This is an optimization exercise on Yosys and OpenROAD, whose aim is small area and few clock cycles per item, not a production implementation. In this exercise RTL edits were held to simulation tests only and were not proved equivalent to the original. No driver is modelled on the clock port, so clocking that relies on it looks cheaper here than on a real chip. No activity file was given, so power comes from the tool's default toggle rates.

## indexed_list_store_top
module indexed_list_store_top #(
    parameter int DEPTH = ils_pkg::DEPTH_DEFAULT
) (
    input  wire                                 i_clk,
    input  wire                                 i_rst_n,
    input  wire  [ils_pkg::IN_TDATA_W-1:0]      s_axis_tdata,
    input  wire                                 s_axis_tvalid,
    output logic                                s_axis_tready,
    output logic [ils_pkg::OUT_TDATA_W-1:0]     m_axis_tdata,
    output logic                                m_axis_tvalid,
    input  wire                                 m_axis_tready
);
    localparam int IW = ils_pkg::IDX_W;
    localparam logic [IW-1:0] LAST = IW'(DEPTH - 1);
    function automatic logic [5:0] f_add31(input logic [4:0] x, input logic [4:0] y);
        logic [4:0] g, p, c;
        logic       cin;
        g   = x & y;
        p   = x ^ y;
        cin = g[4] | (p[4] & g[3]) | (p[4] & p[3] & g[2]) | (p[4] & p[3] & p[2] & g[1]) |
              (p[4] & p[3] & p[2] & p[1] & g[0]) | (&p);
        c[0] = cin;
        c[1] = g[0] | (p[0] & cin);
        c[2] = g[1] | (p[1] & g[0]) | (p[1] & p[0] & cin);
        c[3] = g[2] | (p[2] & g[1]) | (p[2] & p[1] & g[0]) | (p[2] & p[1] & p[0] & cin);
        c[4] = g[3] | (p[3] & g[2]) | (p[3] & p[2] & g[1]) | (p[3] & p[2] & p[1] & g[0]) |
               (p[3] & p[2] & p[1] & p[0] & cin);
        f_add31 = {cin, p ^ c};
    endfunction
    logic [ils_pkg::CMD_W-1:0]  w_cmd;
    logic [ils_pkg::POS_W-1:0]  w_pos;
    logic [ils_pkg::WORD_W-1:0] w_val;
    logic                       w_exec;      
    logic                       r_c_valid;
    logic [ils_pkg::IN_TDATA_W-1:0] r_c_data;
  ...
Size: about 86 I/O pins.
export LEC_CHECK = 0
export CAP_MARGIN = 20
export CORE_MARGIN = 2
export CORE_UTILIZATION = 55
export GPL_TIMING_DRIVEN = 0
export SETUP_SLACK_MARGIN = 0.25
export SLEW_MARGIN = 20
export SYNTH_HIERARCHICAL = 1
export SYNTH_MINIMUM_KEEP_SIZE = 0
create_clock -name core_clock -period 5.5 [get_ports {i_clk}]
standard.sh (not shown) runs the stock make flow with config.mk's settings and CLKGATE_MAP_FILE= SYNTH_SCRIPT=/design/flow/synth_recipe.tcl, a recipe that flattens the netlist after the stock synthesis.
==> flow/flow/run.sh <==
#!/bin/bash
# Layout flow: the standard synthesis, then the standard ORFS steps with
# a few settings changed (see the make variables below). Each step's full
# output goes to a log file in the work folder.
set -euo pipefail
W=$(pwd)
F=$W/flow
TARGET=${OWN_TARGET:-finish}

# The standard synthesis, unchanged.
bash standard.sh synth > "$W/log_1_synth.txt" 2>&1

# Floorplan to final layout.
#  REMOVE_ABC_BUFFERS: drop the buffers that synthesis put on high-fanout
#    nets; repair_design buffers them again from the placement.
#  BUFFER_PORTS_ARGS: every port still gets a buffer, a plain buf_2.
#  CTS_ARGS: leaf clusters of up to 30 flip-flops on clkbuf_16, no dummy loads.
bash standard.sh \
  REMOVE_ABC_BUFFERS=1 \
  BUFFER_PORTS_ARGS="-buffer_cell sky130_fd_sc_hd__buf_2" \
  CTS_ARGS="${OWN_CTS_ARGS:--sink_clustering_enable -repair_clock_nets -dont_use_dummy_load -buf_list sky130_fd_sc_hd__clkbuf_8 -sink_clustering_size 20 -sink_clustering_max_diameter 80}" \
  OWN_FLOW_DIR="$F" OWN_CLK_SLEW_PS=100 POST_RESIZE_TCL="$F/post_resize.tcl" POST_CTS_TCL="$F/post_cts.tcl" \
  "$TARGET" > "$W/log_2_layout.txt" 2>&1
Other scripts of this flow, unchanged in this note and not shown: flow/flow/downsize.tcl, flow/flow/post_cts.tcl, flow/flow/post_resize.tcl
Testbench counts at the start, summed over its fixed seeds: cycles 24,016, items 24,000.
Next try:
--- a/flow/design.v
+++ b/flow/design.v
@@ -173,24 +173,22 @@
         c[3] = g[2] | (p[2] & g[1]) | (p[2] & p[1] & g[0]) | (p[2] & p[1] & p[0] & cin);
         c[4] = g[3] | (p[3] & g[2]) | (p[3] & p[2] & g[1]) | (p[3] & p[2] & p[1] & g[0]) |
                (p[3] & p[2] & p[1] & p[0] & cin);
         f_add31 = {cin, p ^ c};
     endfunction
     logic [ils_pkg::CMD_W-1:0]  w_cmd;
     logic [ils_pkg::POS_W-1:0]  w_pos;
     logic [ils_pkg::WORD_W-1:0] w_val;
     logic                       w_exec;      
-    logic                       r_c_valid;
-    logic [ils_pkg::IN_TDATA_W-1:0] r_c_data;
-    assign w_exec   = r_c_valid && (!r_out_valid || m_axis_tready);
-    assign w_cmd    = r_c_data[2:0];
-    assign w_pos    = r_c_data[7:3];
-    assign w_val    = r_c_data[39:8];
+    assign w_exec   = s_axis_tvalid && s_axis_tready;
+    assign w_cmd    = s_axis_tdata[2:0];
+    assign w_pos    = s_axis_tdata[7:3];
+    assign w_val    = s_axis_tdata[39:8];
     logic [IW-1:0]              r_len;
     logic [IW-1:0]              r_head;
     logic                       r_out_valid;
     logic [ils_pkg::STAT_W-1:0] r_status;
     logic                       r_rd;
     logic [IW-1:0]              r_rd_idx;
     logic w_full, w_pos_lt, w_pos_gt;
     logic w_app, w_rd, w_rep, w_rem, w_ins;
     logic [ils_pkg::STAT_W-1:0] w_status;
@@ -240,20 +238,20 @@
     assign w_len_n  = (w_app || w_ins) ? r_len + 1'b1 :
                       w_rem            ? r_len - 1'b1 : r_len;
     logic w_a_wrap, w_b_wrap;
     assign w_head1  = (r_head == LAST) ? '0 : r_head + 1'b1;
     assign {w_a_wrap, w_a} = f_add31(r_head, w_pos);
     assign {w_b_wrap, w_b} = f_add31(r_head, r_len);
     assign w_p      = (w_cmd == ils_pkg::CMD_APPEND) ? w_b :
                       (w_cmd == ils_pkg::CMD_REMOVE) ? w_head1 : w_a;
     assign w_q      = (w_cmd == ils_pkg::CMD_APPEND || w_cmd == ils_pkg::CMD_INSERT) ? w_b : w_a;
-    assign w_do_val = r_c_valid && (w_app || w_rep || w_ins);
-    assign w_do_en  = r_c_valid && (w_app || w_rep || w_ins || (w_rem && (w_pos != '0)));
+    assign w_do_val = w_app || w_rep || w_ins;
+    assign w_do_en  = w_app || w_rep || w_ins || (w_rem && (w_pos != '0));
     logic [DEPTH-1:0] w_lt_p;
     logic [DEPTH-1:0] w_gt_q;
     logic [DEPTH-1:0] w_hold;
     logic [DEPTH-1:0] w_sv;
     logic [DEPTH-1:0] w_sl;
     logic             w_nwrap;
     logic             w_e_en;
     logic             w_e_val;
     assign w_e_en  = w_exec && w_do_en;
@@ -281,31 +279,19 @@
     ) u_chain (
         .i_clk     (i_clk),
         .i_hold    (w_hold),
         .i_sv      (w_sv),
         .i_sl      (w_sl),
         .i_val     (w_val),
         .i_rd_sel  (w_rd_sel),
         .o_rd_data (w_rd_data)
     );
-    assign s_axis_tready = !r_c_valid || w_exec;
-    always_ff @(posedge i_clk) begin
-        if (!i_rst_n) begin
-            r_c_valid <= 1'b0;
-        end else if (s_axis_tready) begin
-            r_c_valid <= s_axis_tvalid;
-        end
-    end
-    always_ff @(posedge i_clk) begin
-        if (s_axis_tready) begin
-            r_c_data <= s_axis_tdata;
-        end
-    end
+    assign s_axis_tready = !r_out_valid || m_axis_tready;
     always_ff @(posedge i_clk) begin
         if (!i_rst_n) begin
             r_len       <= '0;
             r_head      <= '0;
             r_out_valid <= 1'b0;
         end else begin
             if (w_exec) begin
                 r_len       <= w_len_n;
                 r_out_valid <= 1'b1;
Effect: Sequential cell count came out lower by 41. Setup slack is worse by 0.095 ns. Global-route usage came out higher by 0.64 points. Routed wire length came out lower by 2.3%. Die area came out lower by 3.0%. Design area came out lower by 3.7%. Non-clock buffer count came out lower by 20. Area after synthesis came out lower by 3.0%. Combinational power came out higher by 76%. Hold slack is worse by 0.031 ns. Total power came out higher by 8.9%. Sequential share of layout area came out lower by 0.92 points.
Testbench counts after the change, summed over its fixed seeds: cycles 24,008, items 24,000.

[static timing again, ports no longer ideal]
Ports are ideal in the flow. The routed layouts listed here were re-timed in OpenROAD. Step 1, drivers: a clkbuf_16 drives i_clk and a buf_2 each remaining input, both assumed. Step 2 adds t to the input delays and takes it off the output delays; t is the mean of the earliest and latest rising clock arrival at the registers after step 1. Input paths then give back, and output paths get back, about the clock's delay inside the block. Three values: ideal ports, drivers, drivers and shift; two values: the first two.
| run | t (ns) | setup slack, ns | hold slack, ns | worst setup path at the end | worst register clock-pin slew, ns |
|---|---|---|---|---|---|
| the first run | 0.720 | 0.212 / 0.136 / 0.346 | 0.458 / 0.458 / 0.458 | register to register | 0.09 / 0.09 |
| the second run | 0.708 | 0.118 / 0.044 / -0.407 | 0.428 / 0.428 / 0.428 | input to register | 0.10 / 0.10 |
With both steps, setup timing fails in the second run, where it was met with ideal ports. The setup slack of the second run, which loses most, moves by -0.074 ns with the drivers and by -0.525 ns with both steps.
